Source: an optimization exercise on an open RTL-to-GDS flow (aim: small area, a short achievable clock period and few clock cycles per item). Production flows keep margins and buffers that such runs may drop.
Only simulation tests tie the RTL to the original design; equivalence was not proved.

## flow/run.sh

```bash
#!/bin/bash
# synth_recipe.tcl (not shown) runs the flow's synth.tcl, then flattens the netlist and writes it again
# the make line also repeats each setting of config.mk as NAME=value (left out here)
make -C /OpenROAD-flow-scripts/flow DESIGN_CONFIG=/design/flow/config.mk WORK_HOME=/design/flow/orfs CLKGATE_MAP_FILE= SYNTH_SCRIPT=/design/flow/synth_recipe.tcl finish
```

## flow/config.mk

```make
export PLATFORM = sky130hd
export DESIGN_NAME = sha_256_stream_core
export DESIGN_NICKNAME = sha_256_stream_core
export VERILOG_FILES = /design/flow/design.v
export SDC_FILE = /design/flow/constraint.sdc
export NUM_CORES = 4
export LEC_CHECK = 0
export CAP_MARGIN = 20
export CORE_MARGIN = 2
export CORE_UTILIZATION = 40
export SLEW_MARGIN = 20
```

## flow/constraint.sdc

```tcl
create_clock -name core_clock -period 9.5 [get_ports {clk}]
set_input_delay 1.9000 -clock core_clock [delete_from_list [all_inputs] [get_ports {clk}]]
set_output_delay 1.9000 -clock core_clock [all_outputs]
set_load 0.01 [all_outputs]
```

## flow/design.v

```verilog
module sha_256_stream_core #(
  parameter int ROUNDS_PER_CYCLE = 1,
  parameter bit ENABLE_SHA224 = 1
) (
  input  logic         clk,
  input  logic         rst,
  input  logic         ena,
  input  logic [511:0] input_data,
  input  logic         input_valid,
  input  logic         input_first,
  input  logic         input_last,
  input  logic         mode_224,
  output logic         input_ready,
  output logic [255:0] output_hash,
  output logic         output_valid,
  input  logic         output_ready
);
  localparam int R = ROUNDS_PER_CYCLE;
  localparam logic [255:0] IV256 = 256'h6a09e667_bb67ae85_3c6ef372_a54ff53a_510e527f_9b05688c_1f83d9ab_5be0cd19;
  localparam logic [255:0] IV224 = 256'hc1059ed8_367cd507_3070dd17_f70e5939_ffc00b31_68581511_64f98fa7_befa4fa4;
  localparam logic [2047:0] KTAB = {
    32'h428a2f98, 32'h71374491, 32'hb5c0fbcf, 32'he9b5dba5, 32'h3956c25b, 32'h59f111f1, 32'h923f82a4, 32'hab1c5ed5,
    32'hd807aa98, 32'h12835b01, 32'h243185be, 32'h550c7dc3, 32'h72be5d74, 32'h80deb1fe, 32'h9bdc06a7, 32'hc19bf174,
    32'he49b69c1, 32'hefbe4786, 32'h0fc19dc6, 32'h240ca1cc, 32'h2de92c6f, 32'h4a7484aa, 32'h5cb0a9dc, 32'h76f988da,
    32'h983e5152, 32'ha831c66d, 32'hb00327c8, 32'hbf597fc7, 32'hc6e00bf3, 32'hd5a79147, 32'h06ca6351, 32'h14292967,
    32'h27b70a85, 32'h2e1b2138, 32'h4d2c6dfc, 32'h53380d13, 32'h650a7354, 32'h766a0abb, 32'h81c2c92e, 32'h92722c85,
    32'ha2bfe8a1, 32'ha81a664b, 32'hc24b8b70, 32'hc76c51a3, 32'hd192e819, 32'hd6990624, 32'hf40e3585, 32'h106aa070,
    32'h19a4c116, 32'h1e376c08, 32'h2748774c, 32'h34b0bcb5, 32'h391c0cb3, 32'h4ed8aa4a, 32'h5b9cca4f, 32'h682e6ff3,
    32'h748f82ee, 32'h78a5636f, 32'h84c87814, 32'h8cc70208, 32'h90befffa, 32'ha4506ceb, 32'hbef9a3f7, 32'hc67178f2
  };
  typedef enum logic [1:0] {S_IDLE, S_ROUNDS, S_FINAL, S_OUTPUT} state_t;
  state_t state, nxt;
  logic [0:7][31:0] h, v, nv;
  logic [0:15][31:0] w, nw;
  logic [5:0] cnt;
  logic last_q, mode_q, accept, m224;
  logic [255:0] iv;
  function automatic logic [31:0] kc(input logic [5:0] i);
    kc = KTAB[2047 - 32 * i -: 32];
  endfunction
  function automatic logic [31:0] ror(input logic [31:0] x, input int n);
    ror = (x >> n) | (x << (32 - n));
  endfunction
  function automatic logic [255:0] rnd(input logic [255:0] s, input logic [31:0] k, input logic [31:0] wt);
    logic [31:0] a, b, c, d, e, f, g, hh, t1, t2;
    {a, b, c, d, e, f, g, hh} = s;
    t1 = hh + (ror(e, 6) ^ ror(e, 11) ^ ror(e, 25)) + ((e & f) ^ (~e & g)) + k + wt;
    t2 = (ror(a, 2) ^ ror(a, 13) ^ ror(a, 22)) + ((a & b) ^ (a & c) ^ (b & c));
    rnd = {t1 + t2, a, b, c, d + t1, e, f, g};
  endfunction
  function automatic logic [511:0] shift(input logic [511:0] x);
    logic [31:0] x0, x1, x9, x14;
    x0 = x[511:480];
    x1 = x[479:448];
    x9 = x[223:192];
    x14 = x[63:32];
    shift = {x[479:0], (ror(x14, 17) ^ ror(x14, 19) ^ (x14 >> 10)) + x9
                     + (ror(x1, 7) ^ ror(x1, 18) ^ (x1 >> 3)) + x0};
  endfunction
  assign m224 = ENABLE_SHA224 && mode_224;
  assign iv = m224 ? IV224 : IV256;
  assign input_ready = ena && state == S_IDLE;
  assign accept = input_valid && input_ready;
  assign output_valid = state == S_OUTPUT;
  assign output_hash = mode_q ? {h[0:6], 32'h0} : h;
  always_comb begin
    nv = v;
    nw = w;
    for (int j = 0; j < R; j++) begin
      nv = rnd(nv, kc(cnt + 6'(j)), nw[0]);
      nw = shift(nw);
    end
  end
  always_comb begin
    nxt = state;
    case (state)
      S_IDLE:   nxt = input_valid ? S_ROUNDS : S_IDLE;
      S_ROUNDS: nxt = cnt == 6'(64 - R) ? S_FINAL : S_ROUNDS;
      S_FINAL:  nxt = last_q ? S_OUTPUT : S_IDLE;
      default:  nxt = output_ready ? S_IDLE : S_OUTPUT;
    endcase
  end
  always_ff @(posedge clk) begin
    if (rst) state <= S_IDLE;
    else if (ena) state <= nxt;
  end
  always_ff @(posedge clk) begin
    if (rst) begin
      h <= IV256;
      cnt <= '0;
      mode_q <= 1'b0;
      last_q <= 1'b0;
    end else if (ena) begin
      if (accept) begin
        if (input_first) begin
          h <= iv;
          mode_q <= m224;
        end
        v <= input_first ? iv : h;
        w <= input_data;
        cnt <= '0;
        last_q <= input_last;
      end else if (state == S_ROUNDS) begin
        v <= nv;
        w <= nw;
        cnt <= cnt + 6'(R);
      end else if (state == S_FINAL) begin
        for (int i = 0; i < 8; i++) h[i] <= h[i] + v[i];
      end
    end
  end
endmodule
```

==> impl_metrics.ini <==
[clock_tree]
worst_setup_hold_path_clk_slew_ns = 0.07
clk-insertion-delay-late_ns = 0.82
cts_tree = yes
cts_max_level = 3
cts-root-to-sink-buffers = 3
cts_num_sinks = 1034
cts_inserted_buffers = 121
cts.hold.buffers_added = 0
root_buffer = sky130_fd_sc_hd__clkbuf_16

[logic_synthesis]
number_of_flops_mapped_to_enable_cells_by_yosys = 768
yosys.cell_types.count = 94
synthAdderAreaFrac_pct = 12.1
synth_flop_cell = sky130_fd_sc_hd__edfxtp_1
synth_cells = 8308
synth.most_common_cell = sky130_fd_sc_hd__nand2_1
mux_cell_area_share_after_synthesis_pct = 0.766
synth_compound_gate_area_share_pct = 16.9
main_combinational_cell_family_by_area_after_synthesis = simple AND/OR/NAND/NOR gates
post_syn_nets = 9410
asyncSetResetFlopFracSynth_pct = 0
synth.top_cells.by_count = 2,006 x sky130_fd_sc_hd__nand2_1, 768 x sky130_fd_sc_hd__edfxtp_1, 598 x sky130_fd_sc_hd__a21oi_1
yosys.area_share.simple_pct = 17.7
sequential_share_of_the_synthesized_area_pct = 39.1
avgSynthCellArea_um2 = 8.73
synth.cell_area_um2 = 72600
flip_flop_and_latch_count_after_synthesis = 1034
synth.top_cells.by_area = sky130_fd_sc_hd__edfxtp_1 32%, sky130_fd_sc_hd__nand2_1 10%, sky130_fd_sc_hd__dfxtp_1 7.3%
synth_top_cell_by_area = sky130_fd_sc_hd__edfxtp_1
synth_xor_xnor_area_share_pct = 7.06
synthDominantCellAreaShare_pct = 31.8
synth_warnings = 1

[routing]
antenna_viol_nets_final = 0
final_wl_um = 347000
drt_iter0_markers = 8100
dr.pass1.iters = 6
route.vias.total = 67000
post_drt_via_cell_ratio = 5.82
dr_drc_count = 0
route.detailed.wl_per_inst_um = 30.1

[floorplan]
io_pins = 778
design.core.area_um2 = 181000
initial_utilization_pct = 40.2
die_h_um = 430
die_area_um2 = 185000
std_cell_rows = 156
die_x_um = 430

[placed_design]
place_area_um2 = 83900
place_hpwl_um = 271000
finalWeightedCongestion = 1.02
portBuffers = 777
pre_cts_ws_ns = -0.132

[global_routing]
grt.total_usage_pct = 36.3
grt_overflow_total = 0
grt_antenna_before_repair = 64
grt_pass1_wl_um = 478000
via_count_of_the_first_global_routing_pass = 62700
grt_max_degree = 185

[timing]
timing.fmax_mhz = 108
max-slew-margin-rel_pct = 18.7
final.setup.tns_ns = 0
finalMaxSlewViolations = 0
final_critical_path_setup_slack_ns = 0.281
finalClockSkew_ns = 0.0679
final_hold_viol_count = 0
min_period_over_period_pct = 97.0
period_needed_ns = 9.22
actual_slew_at_the_worst_max_slew_pin_ns = 1.22
final_setup_violating_endpoints = 0

[finish]
design.final.nets = 10100
syn2layout_area_growth_pct = 21.8
stdcell_area_um2 = 88400
drive_above_1_share_pct = 8.58
finalCoreUtilization_pct = 49.0
layout.filler_cells = 17200

[worst_setup_path]
path_common_cell = sky130_fd_sc_hd__buf_4
arrival_ns = 9.76
worstSetupEndpointType = flip-flop
critical-path-max-stage-delay_ns = 0.57
path_type_of_the_worst_setup_path = flip-flop to flip-flop
timing.critical_path.from_type = flip-flop
path_max_fanout = 9
critical_path_data_required_time_ns = 10.04
ff2ff_setup_slack_ns = 0.28
cp_slowest_cell = sky130_fd_sc_hd__a311oi_1

[flow_run]
maxcap_viol_count = 0

[worst_hold_path]
tightest_hold_check_type = flip-flop to flip-flop

[status]
outcome = finished clean
-- per-layer routing --
layer,routed length [um],vias to the layer above,track usage [%]
li1,-,30000,-
met1,139000,32900,47.3
met5,166,-,0
met4,22800,24,21.3
met2,156000,3462,56.6
met3,28400,702,6.22
-- flip-flops by register name (all words and copies together), names as in the netlist --
register and flops:
v 256, state 2, w 512, cnt 6
last_q 1, mode_q 1, h 256
-- critical path, delay by kind of cell, from the launching register on --
kind / cells / cell delay [ns]
adder cells (fa/ha/maj): 8 / 3.16
AND/OR/NAND/NOR: 8 / 1.47
AO/OA/AOI/OAI: 10 / 2.22
flip-flops: 1 / 0.31
buffers and inverters: 10 / 1.37
XOR/XNOR: 3 / 0.41
-- metrics by stage --
stage / cells / hold slack, ns
6_report: 11500 / 0.497
5_1_grt: 11500 / 0.517
4_1_cts: 11500 / 0.498
3_5_place_dp: 11300 / 0.487
3_3_place_gp: 11300 / 0.482
2_1_floorplan: 8308 / 0.437
-- cells in the final DEF, fill, tap and decap left out, drive strengths merged, types with 325 or more instances in the layout --
master         count
ha               387
edfxtp           768
buf              490
a21oi            599
clkdlybuf4s50    775
inv              325
nor2             457
nand2           2006
xnor2            382
o21ai            513
-- layout make-up --
class | instances | area (um^2) | area share, %
Clock inverter | 66 | 815 | 0.922
Timing Repair Buffer | 1265 | 11700 | 13.3
Antenna cell | 37 | 92.6 | 0.105
Multi-Input combinational cell | 6263 | 39800 | 45.1
Clock buffer | 164 | 3330 | 3.77
Tap cell | 2370 | 2970 | 3.36
Sequential cell | 1034 | 28400 | 32.1
Inverter | 326 | 1230 | 1.39
-- path summary, 6_finish.rpt --
path	depth (start not counted)	start	end
worst max-delay path	39	cnt[0]$_SDFFE_PP0P_	v[255]$_DFFE_PP_
worst min-delay path	2	h[119]$_SDFFE_PP0P_	h[119]$_SDFFE_PP0P_
worst max register to register	39	cnt[0]$_SDFFE_PP0P_	v[255]$_DFFE_PP_
worst min register to register	2	h[119]$_SDFFE_PP0P_	h[119]$_SDFFE_PP0P_
-- cells by family after synthesis --
family          after synthesis
mux                          53
compound gates             1979
buf+inv                    1011
xor+xnor                    583
simple gates               3063
fa+ha+maj                   585
flops                      1034
-- what timing repair did --
action | CTS | global route
endpoints found under the setup margin | 3 | 12
pin swaps | 0 | 7
cloned | 0 | 0
setup buffers | 0 | 3
resized for setup | 1 | 45
Testbench counts, summed over its fixed seeds: cycles 40,764, blocks 614.

-- port drivers added, routing unchanged --
The results above use ideal ports. As a check the final layout listed here was re-extracted and re-timed, cells and wires unchanged. Step 1, drivers: a clkbuf_16 drives clk and a buf_2 each remaining input, both assumed. Step 2 times the ports against the registers' clock, not the clock port: input delays grow and output delays shrink by t, the midpoint of the rising clock arrivals with the driver on. Three values: ideal ports, drivers, drivers and shift; two values: the first two.
t (ns): 0.883
slack for setup (ns): 0.281 / 0.281 / 0.281
worst slew at a driven data input, ns: 0.24
After both steps this run still meets setup and hold. The setup slack of this run moves by 0.000 ns with the drivers and by 0.000 ns with both steps.
